Context: an optimization exercise on an open-source flow, tuned for small area, a short achievable clock period and few clock cycles. The choices shown serve that exercise and are no tape-out recipe.
Function was checked by simulation only, so behaviour that the tests miss may differ from the original.
Power figures rest on the tool's default switching activity, not on a simulated workload.

[flow/design.v]
package dost_pkg;
    localparam int DEF_TIMER_SLOTS = 16;
    localparam int DEF_TIME_WIDTH  = 32;
    localparam logic [1:0] FUNC_TICK  = 2'd0;
    localparam logic [1:0] FUNC_START = 2'd1;
    localparam logic [1:0] FUNC_STOP  = 2'd2;
    localparam logic KIND_PLAIN  = 1'b0;
    localparam logic KIND_TICKED = 1'b1;
    typedef struct packed {
        logic [1:0]  func;
        logic        timer_kind;
        logic [3:0]  timer_id;
        logic [31:0] duration;
        logic [31:0] delta;
    } t_req;
    typedef struct packed {
        logic        event_kind;
        logic [3:0]  event_id;
        logic [31:0] event_delta;
        logic        last;
    } t_evt;
    typedef struct packed {
        logic expired;
        logic emit;
    } t_unit_res;
endpackage
module dost_unit #(
    parameter int TIME_WIDTH = dost_pkg::DEF_TIME_WIDTH
) (
    input  logic [TIME_WIDTH-1:0] i_base,
    input  logic [TIME_WIDTH-1:0] i_delta,
    input  logic [TIME_WIDTH-1:0] i_duration,
    input  logic                  i_kind,
    output logic [TIME_WIDTH-1:0] o_sum,
    output logic [1:0]            o_res
);
    logic [TIME_WIDTH:0] sum_ext;
    assign sum_ext = {1'b0, i_base} + {1'b0, i_delta};
    assign o_sum   = sum_ext[TIME_WIDTH] ? {TIME_WIDTH{1'b1}} : sum_ext[TIME_WIDTH-1:0];
    dost_pkg::t_unit_res res;
    always_comb begin
        res.expired = (o_sum >= i_duration);
        res.emit    = (i_kind == dost_pkg::KIND_PLAIN) ? res.expired : !res.expired;
    end
    assign o_res = res;
endmodule
module dost_slot_ram #(
    parameter int DEPTH = 32,
    parameter int WIDTH = 32,
    parameter int AW    = (DEPTH > 1) ? $clog2(DEPTH) : 1
) (
    input  logic             i_clk,
    input  logic             i_we,
    input  logic [AW-1:0]    i_waddr,
    input  logic [WIDTH-1:0] i_wdata,
    input  logic [AW-1:0]    i_raddr,
    output logic [WIDTH-1:0] o_rdata
);
    logic [WIDTH-1:0] r_mem [DEPTH];
    logic [WIDTH-1:0] r_rdata;
    always_ff @(posedge i_clk) begin
        if (i_we) begin
            r_mem[i_waddr] <= i_wdata;
        end
        r_rdata <= r_mem[i_raddr];
    end
    assign o_rdata = r_rdata;
endmodule
module deferred_one_shot_timer_array #(
    parameter int TIMER_SLOTS = dost_pkg::DEF_TIMER_SLOTS,
    parameter int TIME_WIDTH  = dost_pkg::DEF_TIME_WIDTH
) (
    input  logic            i_clk,
    input  logic            i_rst_n,
    input  logic            start,
    input  logic [70:0]     i_req,
    output logic            busy,
    output logic            o_strobe,
    output logic [37:0]     o_evt
);
    localparam int NS = 16;
    localparam int NA = 2 * NS;
    localparam int TW = 33;
    dost_pkg::t_req req;
    assign req = i_req;
    function automatic logic [TW-1:0] f_add(input logic [TW-1:0] a, input logic [TW-1:0] b);
        logic [TW-1:0] g, p, h;
        h = a ^ b;
        g = a & b;
        p = h;
        for (int d = 1; d < TW; d = d * 2) begin
            for (int i = TW - 1; i >= d; i--) begin
                g[i] = g[i] | (p[i] & g[i-d]);
                p[i] = p[i] & p[i-d];
            end
        end
        f_add = h ^ {g[TW-2:0], 1'b0};
    endfunction
    function automatic logic f_ge(input logic [TW-1:0] a, input logic [TW-1:0] nb);
        logic [31:0] g, p;
        g = a[31:0] & nb[31:0];
        p = a[31:0] | nb[31:0];
        for (int w = 1; w < 32; w = w * 2) begin
            for (int k = 0; k < 32; k += 2 * w) begin
                g[k+2*w-1] = g[k+2*w-1] | (p[k+2*w-1] & g[k+w-1]);
                p[k+2*w-1] = p[k+2*w-1] & p[k+w-1];
            end
        end
        f_ge = !((a[TW-1] ^ nb[TW-1]) ^ (g[31] | p[31]));
    endfunction
    logic            r_busy;
    logic            r_go;
    logic [1:0]      r_func;
    logic [4:0]      r_slot;
    logic [31:0]     r_dur;
    logic [TW-1:0]   r_tnew;
    logic [31:0]     r_delta;
    logic [TW-1:0]   r_time;
    logic [NA-1:0]   r_active;
    logic [NA-1:0]   r_startp;
    logic [NA-1:0]   r_stop;
    logic [NA-1:0]   r_em;
    logic            r_strobe;
    logic [37:0]     r_evt;
    logic [TW-1:0]   r_ndl [NA];
    logic take;
    assign take = start && !r_busy;
    always_ff @(posedge i_clk) begin
        if (!i_rst_n) begin
            r_go <= 1'b0;
        end else begin
            r_go <= take;
        end
        r_func <= req.func;
        r_slot <= {req.timer_kind, req.timer_id};
        r_dur  <= req.duration;
        r_tnew <= f_add(r_time, {1'b0, req.delta});
        if (take) begin
            r_delta <= req.delta;
        end
    end
    logic          is_tick, is_start, is_stop;
    logic [NA-1:0] sel;
    logic [NA-1:0] act_n;
    logic [NA-1:0] ge;
    logic [NA-1:0] expd;
    logic [NA-1:0] em;
    logic [NA-1:0] src;
    logic [NA-1:0] pre;
    logic [NA-1:0] rest;
    logic [NA-1:0] stop_n;
    logic [NA-1:0] dwe;
    logic [TW-1:0] ndl_w;
    logic [4:0]    first;
    logic          any_ev;
    logic          multi_ev;
    assign is_tick  = r_go && (r_func == dost_pkg::FUNC_TICK);
    assign is_start = r_go && (r_func == dost_pkg::FUNC_START);
    assign is_stop  = r_go && (r_func == dost_pkg::FUNC_STOP);
    always_comb begin
        sel = '0;
        sel[r_slot] = 1'b1;
    end
    assign dwe   = {NA{is_start}} & sel & ~r_active & ~r_startp;
    assign ndl_w = ~f_add(r_time, {1'b0, r_dur});
    assign act_n = (r_active & ~r_stop) | r_startp;
    always_comb begin
        for (int i = 0; i < NA; i++) begin
            ge[i] = f_ge(r_tnew, r_ndl[i]);
        end
    end
    assign expd = act_n & ge;
    assign em   = {act_n[NA-1:NS] & ~ge[NA-1:NS], expd[NS-1:0]};
    always_comb begin
        for (int j = 0; j < NS; j++) begin
            stop_n[j]      = act_n[j]      & (expd[j] | expd[NS+j]);
            stop_n[NS + j] = act_n[NS + j] & (expd[j] | expd[NS+j]);
        end
    end
    assign src = is_tick ? em : r_em;
    always_comb begin
        logic [NA-1:0] q;
        q = src;
        for (int d = 1; d < NA; d = d * 2) begin
            for (int i = NA - 1; i >= d; i--) begin
                q[i] = q[i] | q[i-d];
            end
        end
        pre = {q[NA-2:0], 1'b0};
    end
    assign rest = src & pre;
    always_comb begin
        logic [NA-1:0] a;
        logic [NA-1:0] m;
        logic [4:0]    ix [NA];
        for (int i = 0; i < NA; i++) begin
            a[i]  = src[i];
            m[i]  = 1'b0;
            ix[i] = '0;
        end
        for (int w = 1; w < NA; w = w * 2) begin
            for (int k = 0; k < NA; k += 2 * w) begin
                m[k]  = m[k] | m[k+w] | (a[k] & a[k+w]);
                ix[k] = a[k] ? ix[k] : (ix[k+w] | 5'(w));
                a[k]  = a[k] | a[k+w];
            end
        end
        any_ev   = a[0];
        multi_ev = m[0];
        first    = ix[0];
    end
    always_ff @(posedge i_clk) begin
        if (!i_rst_n) begin
            r_busy   <= 1'b0;
            r_time   <= '0;
            r_active <= '0;
            r_startp <= '0;
            r_stop   <= '0;
            r_em     <= '0;
            r_strobe <= 1'b0;
        end else begin
            r_busy   <= (take && (req.func == dost_pkg::FUNC_TICK)) || multi_ev;
            r_em     <= rest;
            r_strobe <= any_ev;
            if (is_tick) begin
                r_time   <= r_tnew;
                r_active <= act_n;
                r_startp <= '0;
                r_stop   <= stop_n;
            end else begin
                r_startp <= r_startp | dwe;
                if (is_stop) begin
                    r_stop[r_slot[3:0]]      <= r_active[r_slot[3:0]];
                    r_stop[NS + r_slot[3:0]] <= r_active[NS + r_slot[3:0]];
                end
            end
        end
    end
    always_ff @(posedge i_clk) begin
        for (int i = 0; i < NA; i++) begin
            if (dwe[i]) r_ndl[i] <= ndl_w;
        end
        r_evt <= {first[4], first[3:0], first[4] ? r_delta : 32'd0, !multi_ev};
    end
    assign busy     = r_busy;
    assign o_strobe = r_strobe;
    assign o_evt    = r_evt;
endmodule
[flow/flow/run.sh]
#!/bin/bash
# The standard layout, with timing repair aiming well below the clock period:
# repair_timing treats any path with less than SETUP_SLACK_MARGIN ns of slack
# as failing, so it sizes and buffers the design toward a shorter period.
set -euo pipefail
bash standard.sh SETUP_SLACK_MARGIN=8 finish > flow_make.log 2>&1
[flow/standard.sh]
#!/bin/bash
# synth_recipe.tcl (not shown) runs the flow's synth.tcl, then flattens the netlist and writes it again
# the make line also repeats each setting of config.mk as NAME=value (left out here)
make -C /OpenROAD-flow-scripts/flow DESIGN_CONFIG=/design/flow/config.mk WORK_HOME=/design/flow/orfs CLKGATE_MAP_FILE= SYNTH_SCRIPT=/design/flow/synth_recipe.tcl "${@:-finish}"
[flow/config.mk]
export PLATFORM = sky130hd
export DESIGN_NAME = deferred_one_shot_timer_array
export DESIGN_NICKNAME = deferred_one_shot_timer_array
export VERILOG_FILES = /design/flow/design.v
export SDC_FILE = /design/flow/constraint.sdc
export NUM_CORES = 4
export LEC_CHECK = 0
export CAP_MARGIN = 20
export CORE_MARGIN = 2
export CORE_UTILIZATION = 40
export PLACE_DENSITY = 0.6
export SLEW_MARGIN = 20
[flow/constraint.sdc]
create_clock -name core_clock -period 12.0 [get_ports {i_clk}]
set_input_delay 2.4000 -clock core_clock [delete_from_list [all_inputs] [get_ports {i_clk}]]
set_output_delay 2.4000 -clock core_clock [all_outputs]
set_load 0.01 [all_outputs]
==> impl_metrics.yaml, run 1 <==
floorplanning:
  design.die.area_um2: 160000
  io_pins: 114
  die_w_um: 400
  fp.dieH_um: 400
  core_area_um2: 156000
  rows: 145
  start_util_pct: 40.2
yosys:
  syn_area_per_cell_um2: 11.4
  async_flop_share_pct: 0
  ys.flop_type: "edfxtp_1"
  ys_seq_area_share_pct: 60.8
  synth-warning-count: 3
  synth_seq_cells: 1361
  syn-cell-area_um2: 62700
  syn_inst: 5496
  synth_top_area_share_pct: 52.1
  yosysTopAreaCell: "edfxtp_1"
  yosysUniqueCellTypes: 99
  synth.area.top_cells: "edfxtp_1 (52%), dfxtp_1 (8.7%), nor2_1 (4.7%), a22oi_1 (3.7%), o22ai_1 (2.6%)"
  synth-edff-count: 1088
grt:
  grt_first_pass_wirelength_um: 298000
  antenna_found_initial: 2
  grt-ovfl-total: 0
  grtUsageTotal_pct: 25.1
  grt_max_degree: 123
  grt_pass1_vias: 45800
sta:
  timing.final.crit_share_pct: 36.9
  finalClockSkew_ns: 0.0261
  slew_viol_final: 0
  min_period_ns: 4.43
  worst_pin_slew_ns: 1.17
  rsz0062_at_grt: "true"
  final.setup.tns_ns: 0
  hold_ws_ns: 0.447
  finalSetupViolCount: 0
  fin_ws_ns: 7.57
  final-hold-violation-count: 0
  clock.fmax_mhz: 226
  slew_headroom_pct: 22.0
worst_setup_path:
  end_kind: "flop"
  cpMaxStageDelayCell: "a311oi_4"
  worst_path_largest_cell_delay_ns: 0.38
  startpoint_type: "input port"
  worstPathCellList: "buf_8, ha_4, a21o_1, a21oi_2, o21bai_4, a21boi_4, o31a_1, a211oi_4, o2111ai_4, a311oi_4, o2111ai_2, a21boi_2, mux2i_1, nand2_1"
  rrSetupSlack_ns: 7.69
  path_delay_family: "compound AO/OA/AOI/OAI gates"
  path_class: "in2reg"
  critical_path_depth: 14
  arrival_ns: 5.08
  cp_max_fo: 3
  startpoint: "i_req[1]"
  crit_buf_inv: 1
  worstPathRequired_ns: 12.66
  reg2reg_depth: 16
  timing.rr.start: "r_tnew[6]"
  endpoint: "r_tnew[29]"
  r2r_end: "r_em[23]"
power_and_ir_drop:
  peakVddDrop_mv: 0.148
  power.density_nw_per_um2: 149
  cellLeakagePower_nw: 25.7
  total_power_mw: 11.3
flow_run:
  max_cap_viol_count: 0
clock_tree:
  clk_pin_slew_ns: 0.06
  clk_latency_ns: 0.78
  cts_root_buf: "clkbuf_16"
  cts_tree: "done"
  hold_buffers: 0
  numCtsBuffers: 146
  ctsLongestPathBuffers: 3
  cts.sinks: 1361
  htree_levels: 4
final_layout:
  finalInstanceArea_um2: 76000
  layout.cells.non_filler: 7926
  postLayoutCoreUtil_pct: 48.7
  area.sequential_um2: 38200
  n_fill_cell: 13600
  multi_input_area_um2: 25000
  drive_above_1_share_pct: 15.1
  area_delta_synth_final_pct: 21.2
  nets: 5896
placed_design:
  dpl_cell_area_um2: 66700
  dp_hpwl_um: 124000
  io_buffers: 113
  dp_cells: 7475
  place_ws_ns: 5.98
  gp_congestion: 0.924
routing:
  wirelength_um: 212000
  drc: 0
  drt_iter0_markers: 6664
  ant_nets: 0
  num_vias: 49700
  vias_per_cell: 6.27
  first_pass_iters: 8
  post_drt_wl_per_cell_um: 26.8
hold_path:
  hold_start: "r_delta[5]"
  hp-class: "reg2reg"
outcome:
  status: "timing/DRC/antenna clean"
==> logic make-up after synthesis <==
group | share of synthesized area [%]
adders and majority gates | 1.64
AOI/OAI and AO/OA | 19.5
DFF | 60.8
muxes | 0.491
and+or+nand+nor | 12.8
buffers and inverters | 3.12
xor gates and xnor gates | 1.61
==> power by group <==
part           total [mW]  internal, mW  switching [mW]
clock                4.43          2.54            1.89
combinational        1.62         0.570            1.05
sequential           5.26          5.20          0.0637
total                11.3          8.31            3.00
==> flip-flops by register name (all words and copies together) (netlist names), 2 cells and up <==
name,count
r_stop,32
r_ndl,1056
r_dur,32
r_func,2
r_delta,32
r_tnew,33
r_active,32
r_evt,38
r_slot,5
r_time,33
r_startp,32
r_em,31
==> cells in the final DEF (no fill, tap or decap), types with 95 or more instances in the layout <==
cell	netlist	layout
nand2_1	405	401
clkbuf_16	0	171
o21ai_0	143	127
buf_4	24	192
nor3_1	200	187
a22oi_1	307	302
o22ai_1	262	259
a21oi_1	261	234
edfxtp_1	1088	1088
a211oi_1	109	95
o211ai_1	97	97
nor2_1	789	775
dfxtp_1	273	238
==> metal layers <==
| layer | vias to the layer above | wire (um) | GRT usage [%] | part of all wire (%) |
|---|---|---|---|---|
| li1 | 22100 | - | - | - |
| met1 | 24700 | 87100 | 34.9 | 41 |
| met2 | 2532 | 97700 | 39.3 | 46 |
| met3 | 369 | 20000 | 4.03 | 9.4 |
| met4 | 0 | 7720 | 9.41 | 3.6 |
| met5 | - | 0 | 0 | 0 |
==> how the worst min path moves through the flow <==
stage / endpoint / cells past startpoint / slack [ns]
after CTS: r_evt[6] / 1 / 0.45
after floorplan: r_evt[10] / 1 / 0.44
after detailed placement: r_evt[6] / 1 / 0.45
after global routing: r_evt[6] / 1 / 0.47
after global placement: r_evt[13] / 1 / 0.45
final: r_evt[6] / 1 / 0.45
==> cell type report <==
type / count / share of cell area (%)
Antenna cell: 2 / 0.00658
Clock inverter: 66 / 0.733
Inverter: 77 / 0.387
Clock buffer: 198 / 5.38
Multi-Input combinational cell: 3733 / 32.9
Tap cell: 2058 / 3.39
Sequential cell: 1361 / 50.3
Timing Repair Buffer: 431 / 6.87
==> synth_stat cells, types with 26 or more instances <==
cell type / number
a211oi_1: 109
a21o_1: 46
a21oi_1: 261
a221oi_1: 39
a222oi_1: 45
a22o_1: 35
a22oi_1: 307
a31oi_1: 29
and3_1: 61
buf_1: 37
buf_2: 167
clkbuf_1: 76
dfxtp_1: 273
edfxtp_1: 1088
ha_1: 70
inv_1: 75
nand2_1: 405
nand3_1: 68
nand4_1: 26
nor2_1: 789
nor3_1: 200
nor4_1: 68
o211ai_1: 97
o21ai_0: 143
o221ai_1: 32
o22a_1: 28
o22ai_1: 262
o32ai_1: 55
or3_1: 45
xnor2_1: 78
xor2_1: 37
==> timing repair <==
action / 4_1_cts / 5_1_grt
pin swaps: 64 / 64
gates cloned: 16 / 19
setup endpoints to repair: 603 / 484
setup buffers: 75 / 74
gates resized for setup: 387 / 177
Testbench counts, summed over its fixed seeds: cycles 98,575.
==> inputs of run 2 (changes only) <==
--- a/flow/design.v
+++ b/flow/design.v
@@ -26,22 +26,11 @@
 endpackage
 module dost_unit #(
-    parameter int TIME_WIDTH = dost_pkg::DEF_TIME_WIDTH
+    parameter int TW = 33
 ) (
-    input  logic [TIME_WIDTH-1:0] i_base,
-    input  logic [TIME_WIDTH-1:0] i_delta,
-    input  logic [TIME_WIDTH-1:0] i_duration,
-    input  logic                  i_kind,
-    output logic [TIME_WIDTH-1:0] o_sum,
-    output logic [1:0]            o_res
+    input  logic [TW-1:0] i_a,
+    input  logic [TW-1:0] i_b,
+    output logic [TW-1:0] o_sum
 );
-    logic [TIME_WIDTH:0] sum_ext;
-    assign sum_ext = {1'b0, i_base} + {1'b0, i_delta};
-    assign o_sum   = sum_ext[TIME_WIDTH] ? {TIME_WIDTH{1'b1}} : sum_ext[TIME_WIDTH-1:0];
-    dost_pkg::t_unit_res res;
-    always_comb begin
-        res.expired = (o_sum >= i_duration);
-        res.emit    = (i_kind == dost_pkg::KIND_PLAIN) ? res.expired : !res.expired;
-    end
-    assign o_res = res;
+    assign o_sum = i_a + i_b;
 endmodule
 module dost_slot_ram #(
@@ -84,17 +73,4 @@
     dost_pkg::t_req req;
     assign req = i_req;
-    function automatic logic [TW-1:0] f_add(input logic [TW-1:0] a, input logic [TW-1:0] b);
-        logic [TW-1:0] g, p, h;
-        h = a ^ b;
-        g = a & b;
-        p = h;
-        for (int d = 1; d < TW; d = d * 2) begin
-            for (int i = TW - 1; i >= d; i--) begin
-                g[i] = g[i] | (p[i] & g[i-d]);
-                p[i] = p[i] & p[i-d];
-            end
-        end
-        f_add = h ^ {g[TW-2:0], 1'b0};
-    endfunction
     function automatic logic f_ge(input logic [TW-1:0] a, input logic [TW-1:0] nb);
         logic [31:0] g, p;
@@ -126,4 +102,12 @@
     logic take;
     assign take = start && !r_busy;
+    logic [TW-1:0] tnew_sum;
+    logic [TW-1:0] dsum;
+    dost_unit #(.TW(TW)) u_tnew (
+        .i_a   (r_time),
+        .i_b   ({1'b0, req.delta}),
+        .o_sum (tnew_sum)
+    );
+    assign dsum = r_time + {1'b0, r_dur};
     always_ff @(posedge i_clk) begin
         if (!i_rst_n) begin
@@ -135,5 +119,5 @@
         r_slot <= {req.timer_kind, req.timer_id};
         r_dur  <= req.duration;
-        r_tnew <= f_add(r_time, {1'b0, req.delta});
+        r_tnew <= tnew_sum;
         if (take) begin
             r_delta <= req.delta;
@@ -146,6 +130,4 @@
     logic [NA-1:0] expd;
     logic [NA-1:0] em;
-    logic [NA-1:0] src;
-    logic [NA-1:0] pre;
     logic [NA-1:0] rest;
     logic [NA-1:0] stop_n;
@@ -159,9 +141,10 @@
     assign is_stop  = r_go && (r_func == dost_pkg::FUNC_STOP);
     always_comb begin
-        sel = '0;
-        sel[r_slot] = 1'b1;
+        for (int i = 0; i < NA; i++) begin
+            sel[i] = (r_slot == 5'(i));
+        end
     end
     assign dwe   = {NA{is_start}} & sel & ~r_active & ~r_startp;
-    assign ndl_w = ~f_add(r_time, {1'b0, r_dur});
+    assign ndl_w = ~dsum;
     assign act_n = (r_active & ~r_stop) | r_startp;
     always_comb begin
@@ -178,8 +161,10 @@
         end
     end
-    assign src = is_tick ? em : r_em;
-    always_comb begin
+    function automatic logic [NA+6:0] f_pick(input logic [NA-1:0] v);
         logic [NA-1:0] q;
-        q = src;
+        logic [NA-1:0] a;
+        logic [NA-1:0] m;
+        logic [4:0]    ix [NA];
+        q = v;
         for (int d = 1; d < NA; d = d * 2) begin
             for (int i = NA - 1; i >= d; i--) begin
@@ -187,13 +172,6 @@
             end
         end
-        pre = {q[NA-2:0], 1'b0};
-    end
-    assign rest = src & pre;
-    always_comb begin
-        logic [NA-1:0] a;
-        logic [NA-1:0] m;
-        logic [4:0]    ix [NA];
-        for (int i = 0; i < NA; i++) begin
-            a[i]  = src[i];
+        for (int i = 0; i < NA; i++) begin
+            a[i]  = v[i];
             m[i]  = 1'b0;
             ix[i] = '0;
@@ -206,8 +184,10 @@
             end
         end
-        any_ev   = a[0];
-        multi_ev = m[0];
-        first    = ix[0];
-    end
+        f_pick = {v & {q[NA-2:0], 1'b0}, a[0], m[0], ix[0]};
+    endfunction
+    logic [NA+6:0] pick_t, pick_e;
+    assign pick_t = f_pick(em);
+    assign pick_e = f_pick(r_em);
+    assign {rest, any_ev, multi_ev, first} = is_tick ? pick_t : pick_e;
     always_ff @(posedge i_clk) begin
         if (!i_rst_n) begin
--- a/flow/config.mk
+++ b/flow/config.mk
@@ -8,5 +8,8 @@
 export CAP_MARGIN = 20
 export CORE_MARGIN = 2
-export CORE_UTILIZATION = 40
-export PLACE_DENSITY = 0.6
+export CORE_UTILIZATION = 65
+export CTS_BUF_LIST = sky130_fd_sc_hd__clkbuf_8
+export PLACE_DENSITY = 0.75
 export SLEW_MARGIN = 20
+export SYNTH_HIERARCHICAL = 1
+export SYNTH_MINIMUM_KEEP_SIZE = 0
==> impl_metrics.yaml, run 2 <==
sta:
  slew_viol_final: 0
  finalSetupViolCount: 0
  timing.final.crit_share_pct: 34.1
  slew_headroom_pct: 22.2
  clock.fmax_mhz: 244
  finalClockSkew_ns: 0.0322
  rsz0062_at_grt: "true"
  min_period_ns: 4.09
  worst_pin_slew_ns: 1.16
  final-hold-violation-count: 0
  final.setup.tns_ns: 0
routing:
  vias_per_cell: 7.29
  num_vias: 52600
  ant_nets: 0
  wirelength_um: 215000
  drt_iter0_markers: 8923
  post_drt_wl_per_cell_um: 29.8
  drc: 0
  first_pass_iters: 10
placed_design:
  dp_hpwl_um: 120000
  gp_congestion: 0.979
  dp_cells: 6647
  io_buffers: 113
yosys:
  synth_commonest_cells: "edfxtp_1 (1,088), nor2_1 (695), nand2_1 (366)"
  ys_seq_area_share_pct: 60.3
  syn_inst: 5478
  ys.flop_type: "edfxtp_1"
  synth-warning-count: 10
  synth_top_area_share_pct: 51.7
  syn-cell-area_um2: 63200
  async_flop_share_pct: 0
  yosysUniqueCellTypes: 94
  synth-edff-count: 1088
  synth.area.top_cells: "edfxtp_1 (52%), dfxtp_1 (8.6%), nor2_1 (4.1%), a22oi_1 (3.7%), o22ai_1 (2.8%)"
  synth.most_common_cell: "edfxtp_1"
  synth_seq_cells: 1361
  syn_area_per_cell_um2: 11.5
  yosysTopAreaCell: "edfxtp_1"
floorplanning:
  core_area_um2: 96600
  start_util_pct: 65.5
  die_w_um: 316
  rows: 114
  fp.dieH_um: 316
  design.die.area_um2: 99800
  io_pins: 114
clock_tree:
  htree_levels: 4
  ctsLongestPathBuffers: 3
  cts_tree: "done"
  cts.sinks: 1361
  hold_buffers: 0
  cts_root_buf: "clkbuf_8"
  clk_pin_slew_ns: 0.07
  numCtsBuffers: 214
  clk_latency_ns: 0.91
power_and_ir_drop:
  cellLeakagePower_nw: 26.1
  total_power_mw: 10.8
  peakVddDrop_mv: 0.136
  power.density_nw_per_um2: 143
worst_setup_path:
  startpoint_type: "flop"
  end_kind: "flop"
  cpMaxStageDelayCell: "or4_1"
  crit_buf_inv: 1
  path_class: "reg2reg"
  cp_max_fo: 14
  path_delay_family: "compound AO/OA/AOI/OAI gates"
  arrival_ns: 4.84
  worstPathRequired_ns: 12.75
  worstPathCellList: "buf_16, o22a_1, o21ai_0, or4_1, a31oi_1, or4_1, mux2i_2, a2111o_1, nor2_4, o311ai_1, o21ai_0"
  worst_path_largest_cell_delay_ns: 0.71
  reg2reg_depth: 11
  critical_path_depth: 11
grt:
  antenna_found_initial: 3
  grt_max_degree: 71
  grt_pass1_vias: 48200
  grt-ovfl-total: 0
  grtUsageTotal_pct: 40.3
  grt_first_pass_wirelength_um: 298000
outcome:
  status: "timing/DRC/antenna clean"
final_layout:
  largest_register_ffs: 1056
  layout.cells.non_filler: 7219
  area_delta_synth_final_pct: 19.0
  largestRegisters: "r_ndl: 1056 flops, r_evt: 38 flops"
  most-common-layout-cells: "edfxtp_1 (1,088), nor2_1 (682), nand2_1 (363)"
  drive_above_1_share_pct: 16.5
  nets: 5913
  layout_commonest_cell: "edfxtp_1"
  top_register: "r_ndl"
hold_path:
  hp-class: "reg2reg"
  holdPathStages: 1
flow_run:
  max_cap_viol_count: 0
-- run 2: cells by family (layout without fill, tap and decap cells) --
logic type                 Yosys count  in the layout  share of synthesized area, %
AOI/OAI and AO/OA                 1778           1778                          20.1
buffers and inverters              398            861                          3.06
muxes                               26             26                         0.621
and+or+nand+nor                   1718           1718                          12.7
DFF                               1361           1361                          60.3
xor gates and xnor gates           107            108                          1.48
adders and majority gates           89             89                          1.72
other                                1              2                       0.00593
-- run 2: metal layers --
metal | GRT usage [%] | vias up | part of all wire [%]
li1 | - | 22200 | -
met1 | 53.8 | 25200 | 35
met2 | 60.6 | 4260 | 44
met3 | 11.9 | 938 | 14
met4 | 19.6 | 4 | 6.7
met5 | 0 | - | 0.015
-- run 2: final timing paths --
path              slack, ns        from         to
setup reg to reg       7.91  r_tnew[31]  r_evt[36]
hold / removal         0.44  r_delta[9]  r_evt[10]
setup / recovery       7.91  r_tnew[31]  r_evt[36]
hold reg to reg        0.44  r_delta[9]  r_evt[10]
-- run 2: cell type report --
| type | count | area, um2 |
|---|---|---|
| Fill cell | 5898 | 21300 |
| Tap cell | 1276 | 1600 |
| Inverter | 71 | 270 |
| Multi-Input combinational cell | 3720 | 25900 |
| Clock buffer | 229 | 3150 |
| Sequential cell | 1361 | 38200 |
| Antenna cell | 1 | 2.50 |
| Timing Repair Buffer | 399 | 5220 |
| Clock inverter | 162 | 892 |
-- run 2: report_power, final --
group          internal, mW  switching [mW]
Combinational         0.636            1.11
Clock                  1.89            1.88
Sequential             5.20          0.0647
-- run 2: stage by stage --
step	hold WS, ns	area, um2	utilization [%]	setup WS, ns
global placement	0.431	66100	68.5	6.36
floorplan	0.429	63500	-	7.61
global route	0.464	75200	77.9	7.78
CTS	0.450	72900	75.5	7.93
finish	0.439	75200	77.9	7.91
detailed placement	0.436	66200	68.5	6.31
-- run 2: what timing repair did --
item                                    4_1_cts  5_1_grt
pin swaps                                    32       61
resized for setup                           334      214
endpoints found under the setup margin      612      421
cloned                                       27       20
setup buffers                                58       67
Testbench counts of run 2, summed over its fixed seeds: cycles 98,575.
==> inputs of run 3 (changes only) <==
--- a/flow/design.v
+++ b/flow/design.v
@@ -109,5 +109,9 @@
         .o_sum (tnew_sum)
     );
-    assign dsum = r_time + {1'b0, r_dur};
+    dost_unit #(.TW(TW)) u_dsum (
+        .i_a   (r_time),
+        .i_b   ({1'b0, r_dur}),
+        .o_sum (dsum)
+    );
     always_ff @(posedge i_clk) begin
         if (!i_rst_n) begin
@@ -161,9 +165,6 @@
         end
     end
-    function automatic logic [NA+6:0] f_pick(input logic [NA-1:0] v);
+    function automatic logic [NA-1:0] f_drop(input logic [NA-1:0] v);
         logic [NA-1:0] q;
-        logic [NA-1:0] a;
-        logic [NA-1:0] m;
-        logic [4:0]    ix [NA];
         q = v;
         for (int d = 1; d < NA; d = d * 2) begin
@@ -172,4 +173,10 @@
             end
         end
+        f_drop = v & {q[NA-2:0], 1'b0};
+    endfunction
+    function automatic logic [6:0] f_pick(input logic [NA-1:0] v);
+        logic [NA-1:0] a;
+        logic [NA-1:0] m;
+        logic [4:0]    ix [NA];
         for (int i = 0; i < NA; i++) begin
             a[i]  = v[i];
@@ -184,10 +191,11 @@
             end
         end
-        f_pick = {v & {q[NA-2:0], 1'b0}, a[0], m[0], ix[0]};
+        f_pick = {a[0], m[0], ix[0]};
     endfunction
-    logic [NA+6:0] pick_t, pick_e;
+    logic [6:0] pick_t, pick_e;
+    assign rest   = f_drop(r_em);
     assign pick_t = f_pick(em);
-    assign pick_e = f_pick(r_em);
-    assign {rest, any_ev, multi_ev, first} = is_tick ? pick_t : pick_e;
+    assign pick_e = f_pick(rest);
+    assign {any_ev, multi_ev, first} = is_tick ? pick_t : pick_e;
     always_ff @(posedge i_clk) begin
         if (!i_rst_n) begin
@@ -201,5 +209,5 @@
         end else begin
             r_busy   <= (take && (req.func == dost_pkg::FUNC_TICK)) || multi_ev;
-            r_em     <= rest;
+            r_em     <= is_tick ? em : rest;
             r_strobe <= any_ev;
             if (is_tick) begin
==> impl_metrics.yaml, run 3 <==
outcome:
  status: "timing/DRC/antenna clean"
routing:
  wirelength_um: 212000
  drt_iter0_markers: 8255
  post_drt_wl_per_cell_um: 28.0
  drc: 0
  first_pass_iters: 7
  vias_per_cell: 7.15
  ant_nets: 0
  num_vias: 54300
power_and_ir_drop:
  p_sw_share_pct: 28.0
  power_frac_seq_pct: 49.0
  total_power_mw: 10.8
  p_sw_mw: 3.03
  power_frac_comb_pct: 14.4
  intPower_mw: 7.77
  power.density_nw_per_um2: 144
  peakVddDrop_mv: 0.135
  clkPwrFrac_pct: 36.7
  cellLeakagePower_nw: 26.0
yosys:
  async_flop_share_pct: 0
  syn_inst: 5943
  ys.flop_type: "edfxtp_1"
  synth_commonest_cells: "edfxtp_1 (1,088), nor2_1 (919), a22oi_1 (408)"
  ys_seq_area_share_pct: 58.1
  synth.area.top_cells: "edfxtp_1 (50%), dfxtp_1 (8.4%), nor2_1 (5.3%), a22oi_1 (4.7%), o22ai_1 (2.5%)"
  syn_area_per_cell_um2: 11.0
  synth-edff-count: 1088
  yosysTopAreaCell: "edfxtp_1"
  yosysUniqueCellTypes: 95
  synth_top_area_share_pct: 49.8
  syn-cell-area_um2: 65700
  synth.most_common_cell: "edfxtp_1"
  synth_seq_cells: 1362
  synth-warning-count: 10
worst_setup_path:
  arrival_ns: 4.77
  startpoint: "i_req[25]"
  worstPathRequired_ns: 12.73
  path_class: "in2reg"
  timing.rr.start: "r_tnew[31]"
  startpoint_type: "input port"
  end_kind: "flop"
  cp_max_fo: 7
  reg2reg_depth: 13
clock_tree:
  cts_root_buf: "clkbuf_8"
  numCtsBuffers: 214
  ctsLongestPathBuffers: 3
  clk_latency_ns: 0.91
  hold_buffers: 0
  htree_levels: 4
  clk_pin_slew_ns: 0.06
  cts.sinks: 1362
  cts_tree: "done"
hold_path:
  hold_start: "r_delta[9]"
  holdPathStages: 1
  hp-class: "reg2reg"
grt:
  grt_pass1_vias: 50500
  antenna_found_initial: 5
  grt_first_pass_wirelength_um: 304000
  grt_max_degree: 85
  grtUsageTotal_pct: 39.3
  grt-ovfl-total: 0
placed_design:
  gp_congestion: 1.02
  dpl_cell_area_um2: 67800
  dp_hpwl_um: 128000
  io_buffers: 113
  place_ws_ns: 6.11
final_layout:
  nets: 6246
  top_register: "r_ndl"
  drive_above_1_share_pct: 12.7
  area.sequential_um2: 38300
  largestRegisters: "r_ndl: 1056 flops, r_evt: 38 flops"
  n_fill_cell: 6701
  multi_input_area_um2: 26800
  finalInstanceArea_um2: 74700
  most-common-layout-cells: "edfxtp_1 (1,088), nor2_1 (916), a22oi_1 (405)"
  area_delta_synth_final_pct: 13.8
  layout_commonest_cell: "edfxtp_1"
  largest_register_ffs: 1056
floorplanning:
  die_w_um: 322
  io_pins: 114
  rows: 116
  design.die.area_um2: 104000
  start_util_pct: 65.6
  core_area_um2: 100000
  fp.dieH_um: 322
sta:
  min_period_ns: 4.04
  finalClockSkew_ns: 0.0530
  hold_ws_ns: 0.426
  fin_ws_ns: 7.96
  slew_viol_final: 0
  rsz0062_at_grt: "true"
  timing.final.crit_share_pct: 33.6
  slew_headroom_pct: 15.3
  finalSetupViolCount: 0
  clock.fmax_mhz: 248
  final-hold-violation-count: 0
  final.setup.tns_ns: 0
  worst_pin_slew_ns: 1.27
flow_run:
  max_cap_viol_count: 0
## run 3: changes by cell type in the layout (fill, tap and decap cells not counted), moves of 34 or more
cell      previous run  this run
nor2_1             682       916
a22oi_1            311       405
and2_1              29        74
buf_4              157       115
nor3_1             147       188
o32ai_1             57        97
a222oi_1            38         4
## run 3: path summary, 6_finish.rpt
check / endpoint / slack, ns
worst max register to register: r_busy / 8.04
worst max-delay path: r_tnew[28] / 7.96
worst min register to register: r_evt[10] / 0.43
worst min-delay path: r_evt[10] / 0.43
## run 3: repair_timing
action	4_1_cts	5_1_grt
endpoints found under the setup margin	116	51
cloned	4	5
gates resized for setup	245	151
buffers inserted	35	28
pin swaps	12	41
## run 3: final cells by class
cell class	count	share of cell area (%)
Antenna cell	4	0.0134
Inverter	106	0.532
Clock buffer	238	4.38
Timing Repair Buffer	299	4.49
Sequential cell	1362	51.2
Clock inverter	163	1.37
Tap cell	1298	2.17
Multi-Input combinational cell	4117	35.8
## run 3: power groups by stage
stage	combinational, mW	clock [mW]	sequential (mW)
after floorplan	0.882	0	5.33
after global placement	1.25	0	5.40
after detailed placement	1.28	0	5.40
after CTS	1.41	3.97	5.28
after global routing	1.62	4.17	5.29
final	1.55	3.96	5.29
## run 3: cell families (layout without fill, tap and decap cells)
logic type      after synthesis  count (layout)  share of synthesized area [%]
mux                          43              43                          0.861
fa+ha+maj                    90              90                           1.67
xor+xnor                    112             112                           1.49
flops                      1362            1362                           58.1
compound gates             1869            1870                           20.4
buf+inv                     466             806                           3.55
other cells                   1               6                        0.00571
simple gates               2000            2000                           13.9
## run 3: metal layers
metal	share of wire, %	global-route usage, %	up-vias
met3	12	9.31	812
met1	36	51.0	26100
li1	-	-	23600
met2	45	61.7	3796
met5	0.021	0	-
met4	6.0	20.7	6
## run 3: metrics by stage
stage                     util, %  cells
after floorplan                 -   5944
after global placement       67.7   7108
after detailed placement     67.7   7108
after CTS                    73.4   7548
after global routing         74.6   7586
final                        74.6   7587
## run 3: critical path, cell delays in order
cell             delay [ns]
clkdlybuf4s50_1        0.49
ha_4                   0.36
nand4_1                0.10
buf_4                  0.17
nor4_4                 0.36
o211ai_1               0.19
a31oi_4                0.27
nor2_4                 0.07
xnor2_4                0.35
Testbench counts of run 3, summed over its fixed seeds: cycles 98,575.
==> inputs of run 4 (changes only) <==
--- a/flow/design.v
+++ b/flow/design.v
@@ -89,11 +89,9 @@
     logic [1:0]      r_func;
     logic [4:0]      r_slot;
-    logic [31:0]     r_dur;
     logic [TW-1:0]   r_tnew;
-    logic [31:0]     r_delta;
+    logic [31:0]     r_arg;
     logic [TW-1:0]   r_time;
-    logic [NA-1:0]   r_active;
-    logic [NA-1:0]   r_startp;
-    logic [NA-1:0]   r_stop;
+    logic [NA-1:0]   r_live;
+    logic [NA-1:0]   r_mark;
     logic [NA-1:0]   r_em;
     logic            r_strobe;
@@ -111,5 +109,5 @@
     dost_unit #(.TW(TW)) u_dsum (
         .i_a   (r_time),
-        .i_b   ({1'b0, r_dur}),
+        .i_b   ({1'b0, r_arg}),
         .o_sum (dsum)
     );
@@ -122,8 +120,7 @@
         r_func <= req.func;
         r_slot <= {req.timer_kind, req.timer_id};
-        r_dur  <= req.duration;
         r_tnew <= tnew_sum;
         if (take) begin
-            r_delta <= req.delta;
+            r_arg <= (req.func == dost_pkg::FUNC_TICK) ? req.delta : req.duration;
         end
     end
@@ -149,7 +146,7 @@
         end
     end
-    assign dwe   = {NA{is_start}} & sel & ~r_active & ~r_startp;
+    assign dwe   = {NA{is_start}} & sel & ~r_live & ~r_mark;
     assign ndl_w = ~dsum;
-    assign act_n = (r_active & ~r_stop) | r_startp;
+    assign act_n = r_live ^ r_mark;
     always_comb begin
         for (int i = 0; i < NA; i++) begin
@@ -202,7 +199,6 @@
             r_busy   <= 1'b0;
             r_time   <= '0;
-            r_active <= '0;
-            r_startp <= '0;
-            r_stop   <= '0;
+            r_live   <= '0;
+            r_mark   <= '0;
             r_em     <= '0;
             r_strobe <= 1'b0;
@@ -213,12 +209,11 @@
             if (is_tick) begin
                 r_time   <= r_tnew;
-                r_active <= act_n;
-                r_startp <= '0;
-                r_stop   <= stop_n;
+                r_live   <= act_n;
+                r_mark   <= stop_n;
             end else begin
-                r_startp <= r_startp | dwe;
+                r_mark <= r_mark | dwe;
                 if (is_stop) begin
-                    r_stop[r_slot[3:0]]      <= r_active[r_slot[3:0]];
-                    r_stop[NS + r_slot[3:0]] <= r_active[NS + r_slot[3:0]];
+                    r_mark[r_slot[3:0]]      <= r_mark[r_slot[3:0]] | r_live[r_slot[3:0]];
+                    r_mark[NS + r_slot[3:0]] <= r_mark[NS + r_slot[3:0]] | r_live[NS + r_slot[3:0]];
                 end
             end
@@ -229,5 +224,5 @@
             if (dwe[i]) r_ndl[i] <= ndl_w;
         end
-        r_evt <= {first[4], first[3:0], first[4] ? r_delta : 32'd0, !multi_ev};
+        r_evt <= {first[4], first[3:0], first[4] ? r_arg : 32'd0, !multi_ev};
     end
     assign busy     = r_busy;
==> impl_metrics.yaml, run 4 <==
yosys:
  synth.area.top_cells: "edfxtp_1 (52%), dfxtp_1 (6.6%), nor2_1 (4.7%), a22oi_1 (4.2%), o22ai_1 (3.1%)"
  yosysUniqueCellTypes: 94
  syn_inst: 5694
  synth-edff-count: 1088
  synth_compound_area_share_pct: 20.3
  synth-warning-count: 10
  syn_area_per_cell_um2: 11.1
  synth_xor_xnor_area_share_pct: 2.42
  synthMuxAreaShare_pct: 1.04
  synthAdderAreaFrac_pct: 1.87
  synth_top_family_by_area: "compound AO/OA/AOI/OAI gates"
  ys_seq_area_share_pct: 58.3
  synth_commonest_cells: "edfxtp_1 (1,088), nor2_1 (791), a22oi_1 (358)"
  ys.flop_type: "edfxtp_1"
  synth_top_area_share_pct: 51.6
  synth-simple-area-share_pct: 13.2
  syn-cell-area_um2: 63300
  async_flop_share_pct: 0
  synth_seq_cells: 1298
  synth.most_common_cell: "edfxtp_1"
  yosysTopAreaCell: "edfxtp_1"
power_and_ir_drop:
  peakVddDrop_mv: 0.156
  cellLeakagePower_nw: 25.6
  total_power_mw: 10.7
  power.density_nw_per_um2: 143
outcome:
  status: "timing/DRC/antenna clean"
sta:
  slew_viol_final: 0
  slew_headroom_pct: 23.9
  final-hold-violation-count: 0
  finalSetupViolCount: 0
  fin_ws_ns: 7.77
  clock.fmax_mhz: 237
  worst_pin_slew_ns: 1.14
  hold_ws_ns: 0.498
  timing.final.crit_share_pct: 35.2
  final.setup.tns_ns: 0
  min_period_ns: 4.23
  rsz0062_at_grt: "true"
  finalClockSkew_ns: 0.0635
final_layout:
  multi_input_area_um2: 26600
  n_fill_cell: 6106
  layout_commonest_cell: "edfxtp_1"
  largestRegisters: "r_ndl: 1056 flops, r_evt: 38 flops"
  drive_above_1_share_pct: 16.2
  postLayoutCoreUtil_pct: 77.3
  area_delta_synth_final_pct: 17.9
  nets: 6132
  most-common-layout-cells: "edfxtp_1 (1,088), nor2_1 (777), a22oi_1 (351)"
  largest_register_ffs: 1056
  area.sequential_um2: 37000
  top_register: "r_ndl"
grt:
  grt_first_pass_wirelength_um: 330000
  grt_pass1_vias: 51000
  grt-ovfl-total: 0
  grt_max_degree: 77
  grtUsageTotal_pct: 45.7
  antenna_found_initial: 9
routing:
  first_pass_iters: 10
  post_drt_wl_per_cell_um: 32.0
  drc: 0
  drt_iter0_markers: 10100
  num_vias: 55800
  wirelength_um: 239000
  ant_nets: 0
  vias_per_cell: 7.49
clock_tree:
  cts_root_buf: "clkbuf_8"
  clk_pin_slew_ns: 0.07
  clk_latency_ns: 0.97
  htree_levels: 4
  numCtsBuffers: 208
  cts.sinks: 1298
  cts_tree: "done"
  ctsLongestPathBuffers: 3
worst_setup_path:
  worstPathCellList: "buf_4, buf_8, buf_16, maj3_2, o21a_1, nor4_4, buf_4, mux2_4, nand4bb_4, nor4_4, nand4_1, a21boi_4, buf_12, buf_6, buf_16, nor2b_1"
  cp_max_fo: 21
  cpMaxStageDelayCell: "nor4_4"
  crit_buf_inv: 7
  path_delay_family: "simple AND/OR/NAND/NOR gates"
  path_class: "reg2reg"
  end_kind: "flop"
  startpoint_type: "flop"
  arrival_ns: 5.10
  worst_path_largest_cell_delay_ns: 0.48
  worstPathRequired_ns: 12.87
placed_design:
  place_ws_ns: 6.24
  gp_congestion: 0.992
  io_buffers: 113
  dp_hpwl_um: 136000
floorplanning:
  fp.dieH_um: 316
  io_pins: 114
  start_util_pct: 65.5
  design.die.area_um2: 99900
  rows: 114
  core_area_um2: 96600
  die_w_um: 316
flow_run:
  max_cap_viol_count: 0
hold_path:
  hp-class: "reg2reg"
[run 4: changes by cell type in the layout (fill, tap and decap cells not counted), sizes merged, moves of 26 or more]
cell and delta:
buf +130, nor2 -129, xnor2 +85, dfxtp -64, a22oi -53, nand2 -53, nor2b +48, o211ai -47
o22ai +46, mux2 +32, and3 -26, or3 +26
[run 4: cells by family (layout without fill, tap and decap cells)]
| kind of cell | Yosys count | count (layout) |
|---|---|---|
| compound gates | 1806 | 1806 |
| xor+xnor | 175 | 175 |
| fa+ha+maj | 99 | 99 |
| buf+inv | 433 | 901 |
| flops | 1298 | 1298 |
| mux | 58 | 58 |
| other cells | 1 | 7 |
| simple gates | 1824 | 1824 |
[run 4: per-layer routing]
metal | vias up | GRT usage, % | part of all wire [%]
li1 | 23000 | - | -
met3 | 1345 | 15.1 | 16
met4 | 4 | 32.6 | 8.8
met2 | 5180 | 66.7 | 42
met1 | 26300 | 57.7 | 33
met5 | - | 0 | 0.011
[run 4: worst paths after layout]
path         startpoint         to  slack (ns)  cells after the start
max          r_tnew[28]   r_evt[8]        7.77                     16
min           r_arg[16]  r_evt[17]        0.50                      1
max reg2reg  r_tnew[28]   r_evt[8]        7.77                     16
min reg2reg   r_arg[16]  r_evt[17]        0.50                      1
[run 4: report_power, final]
group	leakage [nW]	switching, mW	internal, mW	total, mW
Sequential	11.5	0.0574	5.01	5.06
Combinational	11.7	1.23	0.593	1.83
Clock	2.32	1.87	1.91	3.78
Total	25.6	3.16	7.51	10.7
[run 4: worst register-to-register path, delay by kind of cell, from the launching register on]
kind | cells | cell delay (ns)
buffers and inverters | 7 | 1.22
and+or+nand+nor | 5 | 1.37
adders and majority gates | 1 | 0.35
DFF | 1 | 0.41
AOI/OAI and AO/OA | 2 | 0.46
muxes | 1 | 0.35
[run 4: metrics by stage]
stage / cells / instance area, um2
2_1_floorplan: 5695 / 63400
3_3_place_gp: 6859 / 65900
3_5_place_dp: 6860 / 65900
4_1_cts: 7396 / 73200
5_1_grt: 7441 / 74600
6_report: 7444 / 74600
[run 4: what timing repair did]
action / 4_1_cts / 5_1_grt
gates cloned: 16 / 6
hold buffers: 0 / 0
resized for setup: 327 / 168
pin swaps: 42 / 56
endpoints found under the setup margin: 117 / 53
buffers inserted: 133 / 35
[run 4: final cells by class]
cell class,count,share of cell area (%)
Clock buffer,226,4.17
Clock inverter,161,1.26
Tap cell,1276,2.14
Antenna cell,5,0.0168
Sequential cell,1298,49.6
Timing Repair Buffer,436,6.74
Multi-Input combinational cell,3964,35.7
Inverter,78,0.397
Testbench counts of run 4, summed over its fixed seeds: cycles 98,575.

[separate check: timing with driven ports]
The flow's constraints put no driver on any port. The routed layouts listed below were extracted and timed again, unchanged, in two steps. Step 1: set_driving_cell puts a clkbuf_16 on i_clk and a buf_2 on each other input, an assumption about the parent block. Step 2 moves the port delays by t, midway between the first and last clock arrival at a register: inputs arrive t later, outputs are due t later. That takes back most of the time a late clock gives input paths. Slacks: no drivers / after step 1 / after step 2; pairs: no drivers / after step 1.
| run | t, ns | slack for setup (ns) | slew at the worst register clock pin (ns) |
|---|---|---|---|
| run 1 | 0.845 | 7.572 / 7.612 / 6.767 | 0.07 / 0.07 |
| run 2 | 0.962 | 7.905 / 7.905 / 7.133 | 0.07 / 0.07 |
| run 3 | 0.956 | 7.964 / 7.989 / 7.062 | 0.07 / 0.07 |
| run 4 | 1.014 | 7.772 / 7.772 / 7.031 | 0.07 / 0.07 |
After both steps setup and hold are still met in every run listed. For run 3, which loses most, drivers alone change the setup slack by +0.025 ns; drivers and shift together by -0.902 ns.
